Context: an optimization exercise on an open-source flow, tuned for small area. The choices shown serve that exercise and are no tape-out recipe. The RTL was checked by simulation tests, not by an equivalence proof against the original design. Power and IR drop assume default switching activity.

==> 03-11: inputs <==
## robotSensorTop
module robotSensorTop #(
	parameter int       WindowCycles = 500000,
	parameter int       GapTicks     = 20,
	parameter logic [3:0] DirInvert    = 4'b0110  
) (
	input  logic     CLOCK_50,
	input  logic     reset,
	input  logic [3:0] encA,
	input  logic [3:0] encB,
	input  logic     turretEncA,
	input  logic     laserSync,
	input  logic     laserSign,
	output logic [63:0] speed,  
	output logic [3:0] direction,
	output logic [15:0]    beamStart,
	output logic [15:0]    beamEnd,
	output logic     beamValid,
	output logic     newTurn
);
	logic [3:0] axisARise;
	logic [3:0] axisBRise;
	logic [3:0] axisBLevel;
	logic     turretTick;
	logic     turretSync;
	logic     beamSign;
	logic windowEnd;
	logic markStart;
	logic markEnd;
	logic commit;
	inputSync inputSync_inst (
		.CLOCK_50   (CLOCK_50),
		.reset      (reset),
		.encA       (encA),
		.encB       (encB),
		.turretEncA (turretEncA),
		.laserSync  (laserSync),
		.laserSign  (laserSign),
		.axisARise  (axisARise),
		.axisBRise  (axisBRise),
		.axisBLevel (axisBLevel),
		.turretTick (turretTick),
		.turretSync (turretSync),
		.beamSign   (beamSign)
	);
	windowTimer windowTimer_inst (
		.CLOCK_50  (CLOCK_50),
		.reset     (reset),
  ...
==> flow/config.mk <==
export PLATFORM = sky130hd
export DESIGN_NAME = robotSensorTop
export DESIGN_NICKNAME = robotSensorTop
export VERILOG_FILES = /design/flow/design.v
export SDC_FILE = /design/flow/constraint.sdc
export NUM_CORES = 4
export LEC_CHECK = 0
export CAP_MARGIN = 20
export CORE_MARGIN = 2
export CORE_UTILIZATION = 40
export SLEW_MARGIN = 20
==> flow/constraint.sdc <==
create_clock -name core_clock -period 20.0 [get_ports {CLOCK_50}]
set_input_delay 4.0000 -clock core_clock [delete_from_list [all_inputs] [get_ports {CLOCK_50}]]
set_output_delay 4.0000 -clock core_clock [all_outputs]
set_load 0.01 [all_outputs]
standard.sh (not shown) runs the stock make flow with config.mk's settings and CLKGATE_MAP_FILE= SYNTH_SCRIPT=/design/flow/synth_recipe.tcl, a recipe that flattens the netlist after the stock synthesis.
==> flow/flow/run.sh <==
#!/bin/bash
# Standard ORFS layout (the standard.sh) with three changes that only
# affect area:
#  - synthesis uses an area-oriented ABC script and leaves adders to ABC
#    (flow/synth_area.tcl, flow/area.abc); registers are mapped exactly as in
#    the standard synthesis, ABC only maps the logic between them
#  - ports are buffered with sky130_fd_sc_hd__buf_1
#  - CTS clusters up to 15 sinks under clkbuf_8 leaf buffers, no dummy loads
set -euo pipefail
FLOWDIR="$(cd "$(dirname "${BASH_SOURCE[0]}")" && pwd)"
export AREA_ABC_SCRIPT="$FLOWDIR/area.abc"
bash standard.sh \
  "SYNTH_SCRIPT=$FLOWDIR/synth_area.tcl" \
  "BUFFER_PORTS_ARGS=-buffer_cell sky130_fd_sc_hd__buf_1" \
  "CTS_ARGS=-sink_clustering_enable -repair_clock_nets -dont_use_dummy_load -sink_clustering_size 15 -sink_clustering_max_diameter 60 -buf_list sky130_fd_sc_hd__clkbuf_8" \
  finish > orfs_make.log 2>&1
==> flow/flow/area.abc <==
strash
dc2
dc2
&get -n
&dch -f
&nf -R 1000
&put
strash
dc2
&get -n
&dch -f
&nf -R 1000
&put
==> flow/flow/synth_area.tcl <==
# The standard flow's synthesis script with an area-oriented ABC script and no half/full
# adder extraction (adders are left to ABC as plain logic)
proc synth {args} { yosys synth -nofsm -noshare {*}$args }
proc extract_fa {args} { puts "extract_fa skipped" }
proc abc {args} {
  set i [lsearch -exact $args -script]
  if { $i >= 0 } {
    set args [lreplace $args $i [expr {$i + 1}] -script $::env(AREA_ABC_SCRIPT)]
  }
  yosys abc {*}$args
}
source $::env(SCRIPTS_DIR)/synth.tcl
# left out here: clear keep_hierarchy, flatten, clean up, hide names made inside functions, write 1_2_yosys.v
==> inputs of 12-10, as changes to 03-11 <==
==> flow/design.v (replaced) <==
`timescale 1ns/1ns
module inputSync (
	input  logic        CLOCK_50,
	input  logic        reset,
	input  logic [3:0]    encA,
	input  logic [3:0]    encB,
	input  logic        turretEncA,
	input  logic        laserSync,
	input  logic        laserSign,
	output logic [3:0]    axisARise,   
	output logic [3:0]    axisBRise,   
	output logic [3:0]    axisBLevel,  
	output logic        turretTick,  
	output logic        turretSync,  
	output logic        beamSign     
);
	localparam int NumAxes = 4;  
	localparam int NumLines = 2 * NumAxes + 3;
	logic [NumLines-1:0] rawIn;
	logic [NumLines-1:0] meta;     
	logic [NumLines-1:0] stable;   
	logic [NumLines-1:0] delayed;  
	logic [NumLines-1:0] rise;
	assign rawIn = {laserSign, laserSync, turretEncA, encB, encA};
	always_ff @(posedge CLOCK_50, posedge reset) begin
		if (reset) begin
			meta    <= '0;
			stable  <= '0;
			delayed <= '0;
			rise    <= '0;
		end else begin
			meta    <= rawIn;
			stable  <= meta;
			delayed <= stable;
			rise    <= stable & ~delayed;
		end
	end
	assign axisARise  = rise[NumAxes-1:0];
	assign axisBRise  = rise[2*NumAxes-1:NumAxes];
	assign axisBLevel = delayed[2*NumAxes-1:NumAxes];
	assign turretTick = rise[2*NumAxes];
	assign turretSync = rise[2*NumAxes+1];
	assign beamSign   = delayed[2*NumAxes+2];  
endmodule
`timescale 1ns/1ns
module windowTimer #(
	parameter int WindowCycles = 500000  
) (
	input  logic CLOCK_50,
	input  logic reset,
	output logic windowEnd
);
	localparam int CountWidth = (WindowCycles > 1) ? $clog2(WindowCycles) : 1;
	localparam logic [CountWidth-1:0] LastCount = WindowCycles - 1;
	logic [CountWidth-1:0] cycleCount;
	assign windowEnd = (cycleCount == LastCount);
	always_ff @(posedge CLOCK_50, posedge reset) begin
		if (reset) begin
			cycleCount <= '0;
		end else if (windowEnd) begin
			cycleCount <= '0;  
		end else begin
			cycleCount <= cycleCount + 1'b1;
		end
	end
endmodule
`timescale 1ns/1ns
module axisSpeed #(
	parameter logic [3:0] DirInvert = '0  
) (
	input  logic      CLOCK_50,
	input  logic      reset,
	input  logic [3:0]  axisARise,
	input  logic [3:0]  axisBRise,
	input  logic [3:0]  axisBLevel,
	input  logic      windowEnd,
	output logic [63:0] speed,  
	output logic [3:0]  direction
);
	localparam int NumAxes = 4;  
	logic [15:0] countA [NumAxes];
	logic [15:0] countB [NumAxes];
	function automatic logic [15:0] halfSum(input logic [15:0] a, input logic [15:0] b);
		logic [16:0] total;
		total = a + b;
		halfSum = total[16:1];
	endfunction
	always_ff @(posedge CLOCK_50, posedge reset) begin
		if (reset) begin
			for (int i = 0; i < NumAxes; i++) begin
				countA[i] <= '0;
				countB[i] <= '0;
			end
		end else begin
			for (int i = 0; i < NumAxes; i++) begin
				if (windowEnd) begin
					countA[i] <= {15'd0, axisARise[i]};
					countB[i] <= {15'd0, axisBRise[i]};
				end else begin
					countA[i] <= countA[i] + {15'd0, axisARise[i]};
					countB[i] <= countB[i] + {15'd0, axisBRise[i]};
				end
			end
		end
	end
	always_ff @(posedge CLOCK_50, posedge reset) begin
		if (reset) begin
			for (int i = 0; i < NumAxes; i++) begin
				speed[i*16 +: 16] <= '0;
			end
		end else if (windowEnd) begin
			for (int i = 0; i < NumAxes; i++) begin
				speed[i*16 +: 16] <= halfSum(countA[i], countB[i]);
			end
		end
	end
	always_ff @(posedge CLOCK_50, posedge reset) begin
		if (reset) begin
			direction <= '0;
		end else begin
			for (int i = 0; i < NumAxes; i++) begin
				if (axisARise[i]) begin
					direction[i] <= axisBLevel[i] ^ DirInvert[i];
				end
			end
		end
	end
endmodule
`timescale 1ns/1ns
module beamFilter #(
	parameter int GapTicks = 20  
) (
	input  logic      CLOCK_50,
	input  logic      reset,
	input  logic      turretTick,
	input  logic      beamSign,
	output logic      markStart,
	output logic      markEnd,
	output logic      commit
);
	localparam logic [1:0] Idle    = 2'd0;  
	localparam logic [1:0] Receive = 2'd1;  
	localparam logic [1:0] Gap     = 2'd2;  
	logic [1:0] state;
	logic [1:0] nextState;
	logic [5:0]  gapCount;
	logic      gapDone;
	localparam logic [5:0] GapLast = GapTicks - 1;
	assign gapDone = turretTick && (gapCount == GapLast);
	always_comb begin
		nextState = state;
		markStart = 1'b0;
		markEnd   = 1'b0;
		commit    = 1'b0;
		case (state)
			Idle: begin
				if (beamSign) begin
					markStart = 1'b1;
					nextState = Receive;
				end
			end
			Receive: begin
				if (!beamSign) begin
					markEnd   = 1'b1;  
					nextState = Gap;
				end
			end
			Gap: begin
				if (beamSign) begin
					nextState = Receive;  
				end else if (gapDone) begin
					commit    = 1'b1;
					nextState = Idle;
				end
			end
			default: nextState = Idle;
		endcase
	end
	always_ff @(posedge CLOCK_50, posedge reset) begin
		if (reset) begin
			state <= Idle;
		end else begin
			state <= nextState;
		end
	end
	always_ff @(posedge CLOCK_50, posedge reset) begin
		if (reset) begin
			gapCount <= '0;
		end else if (markEnd) begin
			gapCount <= '0;
		end else if (state == Gap && turretTick && !beamSign) begin
			gapCount <= gapCount + 1'b1;
		end
	end
endmodule
`timescale 1ns/1ns
module beamCapture (
	input  logic      CLOCK_50,
	input  logic      reset,
	input  logic      turretTick,
	input  logic      turretSync,
	input  logic      markStart,
	input  logic      markEnd,
	input  logic      commit,
	output logic [15:0]     beamStart,
	output logic [15:0]     beamEnd,
	output logic      beamValid,
	output logic      newTurn
);
	logic [15:0] angle;         
	logic [15:0] pendingStart;
	logic [15:0] pendingEnd;
	always_ff @(posedge CLOCK_50, posedge reset) begin
		if (reset) begin
			angle   <= '0;
			newTurn <= 1'b0;
		end else if (turretSync) begin
			angle   <= '0;  
			newTurn <= ~newTurn;
		end else if (turretTick) begin
			angle <= angle + 1'b1;
		end
	end
	always_ff @(posedge CLOCK_50) begin
		if (markStart) begin
			pendingStart <= angle;
		end
		if (markEnd) begin
			pendingEnd <= angle;
		end
	end
	always_ff @(posedge CLOCK_50, posedge reset) begin
		if (reset) begin
			beamStart <= '0;
			beamEnd   <= '0;
			beamValid <= 1'b0;
		end else begin
			beamValid <= commit;  
			if (commit) begin
				beamStart <= pendingStart;
				beamEnd   <= pendingEnd;
			end
		end
	end
endmodule
`timescale 1ns/1ns
module robotSensorTop #(
	parameter int       WindowCycles = 500000,
	parameter int       GapTicks     = 20,
	parameter logic [3:0] DirInvert    = 4'b0110  
) (
	input  logic     CLOCK_50,
	input  logic     reset,
	input  logic [3:0] encA,
	input  logic [3:0] encB,
	input  logic     turretEncA,
	input  logic     laserSync,
	input  logic     laserSign,
	output logic [63:0] speed,  
	output logic [3:0] direction,
	output logic [15:0]    beamStart,
	output logic [15:0]    beamEnd,
	output logic     beamValid,
	output logic     newTurn
);
	logic [3:0] axisARise;
	logic [3:0] axisBRise;
	logic [3:0] axisBLevel;
	logic     turretTick;
	logic     turretSync;
	logic     beamSign;
	logic windowEnd;
	logic markStart;
	logic markEnd;
	logic commit;
	inputSync inputSync_inst (
		.CLOCK_50   (CLOCK_50),
		.reset      (reset),
		.encA       (encA),
		.encB       (encB),
		.turretEncA (turretEncA),
		.laserSync  (laserSync),
		.laserSign  (laserSign),
		.axisARise  (axisARise),
		.axisBRise  (axisBRise),
		.axisBLevel (axisBLevel),
		.turretTick (turretTick),
		.turretSync (turretSync),
		.beamSign   (beamSign)
	);
	windowTimer #(.WindowCycles(WindowCycles)) windowTimer_inst (
		.CLOCK_50  (CLOCK_50),
		.reset     (reset),
		.windowEnd (windowEnd)
	);
	axisSpeed #(.DirInvert(DirInvert)) axisSpeed_inst (
		.CLOCK_50  (CLOCK_50),
		.reset     (reset),
		.axisARise (axisARise),
		.axisBRise (axisBRise),
		.axisBLevel(axisBLevel),
		.windowEnd (windowEnd),
		.speed     (speed),
		.direction (direction)
	);
	beamFilter #(.GapTicks(GapTicks)) beamFilter_inst (
		.CLOCK_50  (CLOCK_50),
		.reset     (reset),
		.turretTick(turretTick),
		.beamSign  (beamSign),
		.markStart (markStart),
		.markEnd   (markEnd),
		.commit    (commit)
	);
	beamCapture beamCapture_inst (
		.CLOCK_50  (CLOCK_50),
		.reset     (reset),
		.turretTick(turretTick),
		.turretSync(turretSync),
		.markStart (markStart),
		.markEnd   (markEnd),
		.commit    (commit),
		.beamStart (beamStart),
		.beamEnd   (beamEnd),
		.beamValid (beamValid),
		.newTurn   (newTurn)
	);
endmodule
==> flow/run.sh (new file) <==
#!/bin/bash
# synth_recipe.tcl (not shown) runs the flow's synth.tcl, then flattens the netlist and writes it again
# the make line also repeats each setting of config.mk as NAME=value (left out here)
make -C /OpenROAD-flow-scripts/flow DESIGN_CONFIG=/design/flow/config.mk WORK_HOME=/design/flow/orfs CLKGATE_MAP_FILE= SYNTH_SCRIPT=/design/flow/synth_recipe.tcl finish
removed: flow/flow/run.sh
removed: flow/flow/area.abc
removed: flow/flow/synth_area.tcl
removed: flow/standard.sh
==> inputs of 04-27, as changes to 03-11 <==
--- a/flow/design.v
+++ b/flow/design.v
@@ -77,27 +77,28 @@
 	input  logic [3:0]  axisBRise,
 	input  logic [3:0]  axisBLevel,
 	input  logic      windowEnd,
 	output logic [63:0] speed,  
 	output logic [3:0]  direction
 );
 	localparam int NumAxes = 4;
-	localparam logic [15:0] Pol = 16'haaaa;
+	localparam logic [15:0] PolA = 16'hffff;
+	localparam logic [15:0] PolT = 16'h0000;
 	logic clear;  
 	assign clear = reset | windowEnd;
 	genvar i, k;
 	generate
 		for (i = 0; i < NumAxes; i++) begin : axis
 			logic [15:0] storedA, storedT;
 			logic [15:0] countA, total;
 			logic [15:0] nextA, nextT;
 			logic [16:0] lt;
 			logic a, b, c1;
-			assign countA = storedA ^ Pol;
-			assign total  = storedT ^ Pol;
+			assign countA = storedA ^ PolA;
+			assign total  = storedT ^ PolT;
 			assign a = axisARise[i];
 			assign b = axisBRise[i];
 			assign nextA[0] = ~reset & (a ^ (countA[0] & ~windowEnd));
 			assign nextT[0] = ~reset & (a ^ b ^ (total[0] & ~windowEnd));
 			assign c1 = (a & b) | (total[0] & ~windowEnd & (a ^ b));
 			assign nextT[1] = ~reset & ((total[1] & ~windowEnd) ^ c1);
 			for (k = 1; k < 16; k++) begin : bitA
@@ -107,16 +108,16 @@
 				assign nextT[k] = ~clear & (total[k] ^ (c1 & (&total[k-1:1])));
 			end
 			assign lt[0] = 1'b0;
 			for (k = 0; k < 16; k++) begin : cmp
 				assign lt[k+1] = (countA[k] & ~total[k]) | ((countA[k] | ~total[k]) & lt[k]);
 			end
 			always_ff @(posedge CLOCK_50) begin
-				storedA <= nextA ^ Pol;
-				storedT <= nextT ^ Pol;
+				storedA <= nextA ^ PolA;
+				storedT <= nextT ^ PolT;
 			end
 			always_ff @(posedge CLOCK_50) begin
 				if (reset) begin
 					speed[i*16 +: 16] <= '0;
 				end else if (windowEnd) begin
 					speed[i*16 +: 16] <= {lt[16], total[15:1]};
 				end
@@ -133,50 +134,62 @@
 endmodule
 `timescale 1ns/1ns
 module beamFilter (
 	input  logic      CLOCK_50,
 	input  logic      reset,
 	input  logic      turretTick,
 	input  logic      beamSign,
-	output logic      markStart,
-	output logic      markEnd,
-	output logic      commit
+	output logic      markStart,  
+	output logic      markEnd,    
+	output logic      gapHold,    
+	output logic      gapExit,    
+	output logic      commit,     
+	output logic      beamValid   
 );
-	localparam logic [1:0] Idle    = 2'd0;  
-	localparam logic [1:0] Receive = 2'd1;  
-	localparam logic [1:0] Gap     = 2'd2;  
+	localparam logic [1:0] Idle       = 2'd0;  
+	localparam logic [1:0] Receive    = 2'd1;  
+	localparam logic [1:0] Gap        = 2'd2;  
+	localparam logic [1:0] CommitSeen = 2'd3;
 	logic [1:0] state;
 	logic [1:0] nextState;
 	logic [4:0] gapCount;  
 	logic       gapDone;
 	assign gapDone = turretTick && (gapCount == 5'd19);
+	assign beamValid = (state == CommitSeen);
 	always_comb begin
 		nextState = state;
 		markStart = 1'b0;
 		markEnd   = 1'b0;
+		gapHold   = 1'b0;
+		gapExit   = 1'b0;
 		commit    = 1'b0;
 		case (state)
-			Idle: begin
+			Idle, CommitSeen: begin
+				nextState = Idle;
 				if (beamSign) begin
 					markStart = 1'b1;
 					nextState = Receive;
 				end
 			end
 			Receive: begin
 				if (!beamSign) begin
 					markEnd   = 1'b1;
 					nextState = Gap;
 				end
 			end
 			Gap: begin
 				if (beamSign) begin
+					gapExit   = 1'b1;
 					nextState = Receive;  
 				end else if (gapDone) begin
+					gapExit   = 1'b1;
 					commit    = 1'b1;
-					nextState = Idle;
+					nextState = CommitSeen;
+				end else begin
+					gapHold   = 1'b1;
 				end
 			end
 			default: nextState = Idle;
 		endcase
 	end
 	always_ff @(posedge CLOCK_50) begin
 		if (reset) begin
@@ -197,53 +210,65 @@
 module beamCapture (
 	input  logic      CLOCK_50,
 	input  logic      reset,
 	input  logic      turretTick,
 	input  logic      turretSync,
 	input  logic      markStart,
 	input  logic      markEnd,
+	input  logic      gapHold,
+	input  logic      gapExit,
 	input  logic      commit,
 	output logic [15:0]     beamStart,
 	output logic [15:0]     beamEnd,
-	output logic      beamValid,
 	output logic      newTurn
 );
 	logic [15:0] angle;
+	logic [4:0]  ticks;
+	logic        sinceSync;
 	logic [15:0] pendingStart;
-	logic [15:0] pendingEnd;
+	logic        holdEnd;   
+	logic        zeroBase;  
+	logic [4:0]  addTicks;
+	logic        addTick;
+	assign holdEnd  = markEnd | gapHold;
+	assign zeroBase = reset | (turretSync & ~holdEnd) | (gapExit & sinceSync);
+	assign addTicks = (gapExit & ~turretSync & ~reset) ? ticks : 5'd0;
+	assign addTick  = turretTick & ~turretSync & ~holdEnd & ~reset;
+	always_ff @(posedge CLOCK_50) begin
+		angle <= (zeroBase ? 16'd0 : angle) + {11'd0, addTicks} + {15'd0, addTick};
+	end
+	always_ff @(posedge CLOCK_50) begin
+		if (turretSync) begin
+			ticks <= '0;
+		end else if (markEnd) begin
+			ticks <= {4'd0, turretTick};
+		end else begin
+			ticks <= ticks + {4'd0, turretTick};
+		end
+		sinceSync <= turretSync | (sinceSync & ~markEnd);
+	end
 	always_ff @(posedge CLOCK_50) begin
 		if (reset) begin
-			angle   <= '0;
 			newTurn <= 1'b0;
 		end else if (turretSync) begin
-			angle   <= '0;
 			newTurn <= ~newTurn;
-		end else if (turretTick) begin
-			angle <= angle + 1'b1;
 		end
 	end
 	always_ff @(posedge CLOCK_50) begin
 		if (markStart) begin
 			pendingStart <= angle;
 		end
-		if (markEnd) begin
-			pendingEnd <= angle;
-		end
 	end
 	always_ff @(posedge CLOCK_50) begin
 		if (reset) begin
 			beamStart <= '0;
 			beamEnd   <= '0;
-			beamValid <= 1'b0;
-		end else begin
-			beamValid <= commit;
-			if (commit) begin
-				beamStart <= pendingStart;
-				beamEnd   <= pendingEnd;
-			end
+		end else if (commit) begin
+			beamStart <= pendingStart;
+			beamEnd   <= angle;
 		end
 	end
 endmodule
 `timescale 1ns/1ns
 module robotSensorTop #(
 	parameter int       WindowCycles = 500000,
 	parameter int       GapTicks     = 20,
@@ -269,14 +294,16 @@
 	logic     turretTick;
 	logic     turretSync;
 	logic     beamSign;
 	logic windowEnd;
 	logic markStart;
 	logic markEnd;
 	logic commit;
+	logic gapHold;
+	logic gapExit;
 	inputSync inputSync_inst (
 		.CLOCK_50   (CLOCK_50),
 		.reset      (reset),
 		.encA       (encA),
 		.encB       (encB),
 		.turretEncA (turretEncA),
 		.laserSync  (laserSync),
@@ -306,23 +333,27 @@
 	beamFilter beamFilter_inst (
 		.CLOCK_50  (CLOCK_50),
 		.reset     (reset),
 		.turretTick(turretTick),
 		.beamSign  (beamSign),
 		.markStart (markStart),
 		.markEnd   (markEnd),
-		.commit    (commit)
+		.gapHold   (gapHold),
+		.gapExit   (gapExit),
+		.commit    (commit),
+		.beamValid (beamValid)
 	);
 	beamCapture beamCapture_inst (
 		.CLOCK_50  (CLOCK_50),
 		.reset     (reset),
 		.turretTick(turretTick),
 		.turretSync(turretSync),
 		.markStart (markStart),
 		.markEnd   (markEnd),
+		.gapHold   (gapHold),
+		.gapExit   (gapExit),
 		.commit    (commit),
 		.beamStart (beamStart),
 		.beamEnd   (beamEnd),
-		.beamValid (beamValid),
 		.newTurn   (newTurn)
 	);
 endmodule
==> flow/flow/run.sh (replaced) <==
#!/bin/bash
# Standard ORFS layout (the standard.sh) with three changes that only
# affect area:
#  - synthesis uses an area-oriented ABC script and leaves adders to ABC
#    (flow/synth_area.tcl, flow/area.abc); registers are mapped exactly as in
#    the standard synthesis, ABC only maps the logic between them
#  - ports are buffered with sky130_fd_sc_hd__buf_1
#  - CTS clusters up to 20 sinks under clkbuf_8 leaf buffers, no dummy loads
set -euo pipefail
FLOWDIR="$(cd "$(dirname "${BASH_SOURCE[0]}")" && pwd)"
export AREA_ABC_SCRIPT="$FLOWDIR/area.abc"
bash standard.sh \
  "SYNTH_SCRIPT=$FLOWDIR/synth_area.tcl" \
  "BUFFER_PORTS_ARGS=-buffer_cell sky130_fd_sc_hd__buf_1" \
  "CTS_ARGS=-sink_clustering_enable -repair_clock_nets -dont_use_dummy_load -sink_clustering_size 20 -sink_clustering_max_diameter 70 -buf_list sky130_fd_sc_hd__clkbuf_8" \
  finish > orfs_make.log 2>&1
==> flow/config.mk (replaced) <==
export PLATFORM = sky130hd
export DESIGN_NAME = robotSensorTop
export DESIGN_NICKNAME = robotSensorTop
export VERILOG_FILES = /design/flow/design.v
export SDC_FILE = /design/flow/constraint.sdc
export NUM_CORES = 4
export LEC_CHECK = 0
export CAP_MARGIN = 0
export CORE_MARGIN = 2
export CORE_UTILIZATION = 70
export SLEW_MARGIN = 0
==> results.txt <==
Initial Utilization 40.8%; Area growth syn-to-layout 11.9%; tap cells 384; CP Data Arrival Time 6.09 ns; GR Util met3 2.38%; Placed Instances 1,750; Logic pwr share 1.8%; status finished clean
The numbers above come from 03-11.

==> results.txt <==
Placed Instances 2,204; Logic pwr share 16.1%; tap cells 532; status finished clean; CP Data Arrival Time 6.55 ns; Area growth syn-to-layout 18.3%; GR Util met3 2.81%; Initial Utilization 40.3%
The numbers above come from 12-10.

==> results.txt <==
status finished clean; Initial Utilization 71.4%; Logic pwr share 2.1%; GR Util met3 3.28%; Area growth syn-to-layout 9.25%; tap cells 216; CP Data Arrival Time 8.34 ns; Placed Instances 1,469
The numbers above come from 04-27.

==> what the ideal ports hide <==
No port has a modelled driver above. Below, the same layouts with a new extraction and two added sets of constraints.
Step 1 (the two cells are an assumption about what drives the block):
set clk [get_ports {CLOCK_50}]
set_driving_cell -lib_cell sky130_fd_sc_hd__clkbuf_16 $clk
set_driving_cell -lib_cell sky130_fd_sc_hd__buf_2 [delete_from_list [all_inputs] $clk]
Step 2 moves the port delays by t, midway between the first and last clock arrival at a register: inputs arrive t later, outputs are due t later. That takes back most of the time a late clock gives input paths.
Slacks: ideal ports / drivers / drivers and shift; pairs: ideal ports / drivers.
| run | t (ns) | setup slack, ns | clock arrival spread, ns | worst register clock-pin slew, ns |
|---|---|---|---|---|
| 03-11 | 0.610 | 14.362 / 14.386 / 13.776 | 0.054 / 0.054 | 0.09 / 0.09 |
| 12-10 | 0.607 | 14.042 / 14.073 / 13.467 | 0.013 / 0.013 | 0.06 / 0.06 |
| 04-27 | 0.575 | 12.076 / 12.092 / 11.517 | 0.050 / 0.050 | 0.12 / 0.12 |
After both steps setup and hold are still met in every run listed. The setup slack of 03-11, which loses most, moves by +0.024 ns with the drivers and by -0.586 ns with both steps. The worst setup slack also covers recovery checks on asynchronous resets.
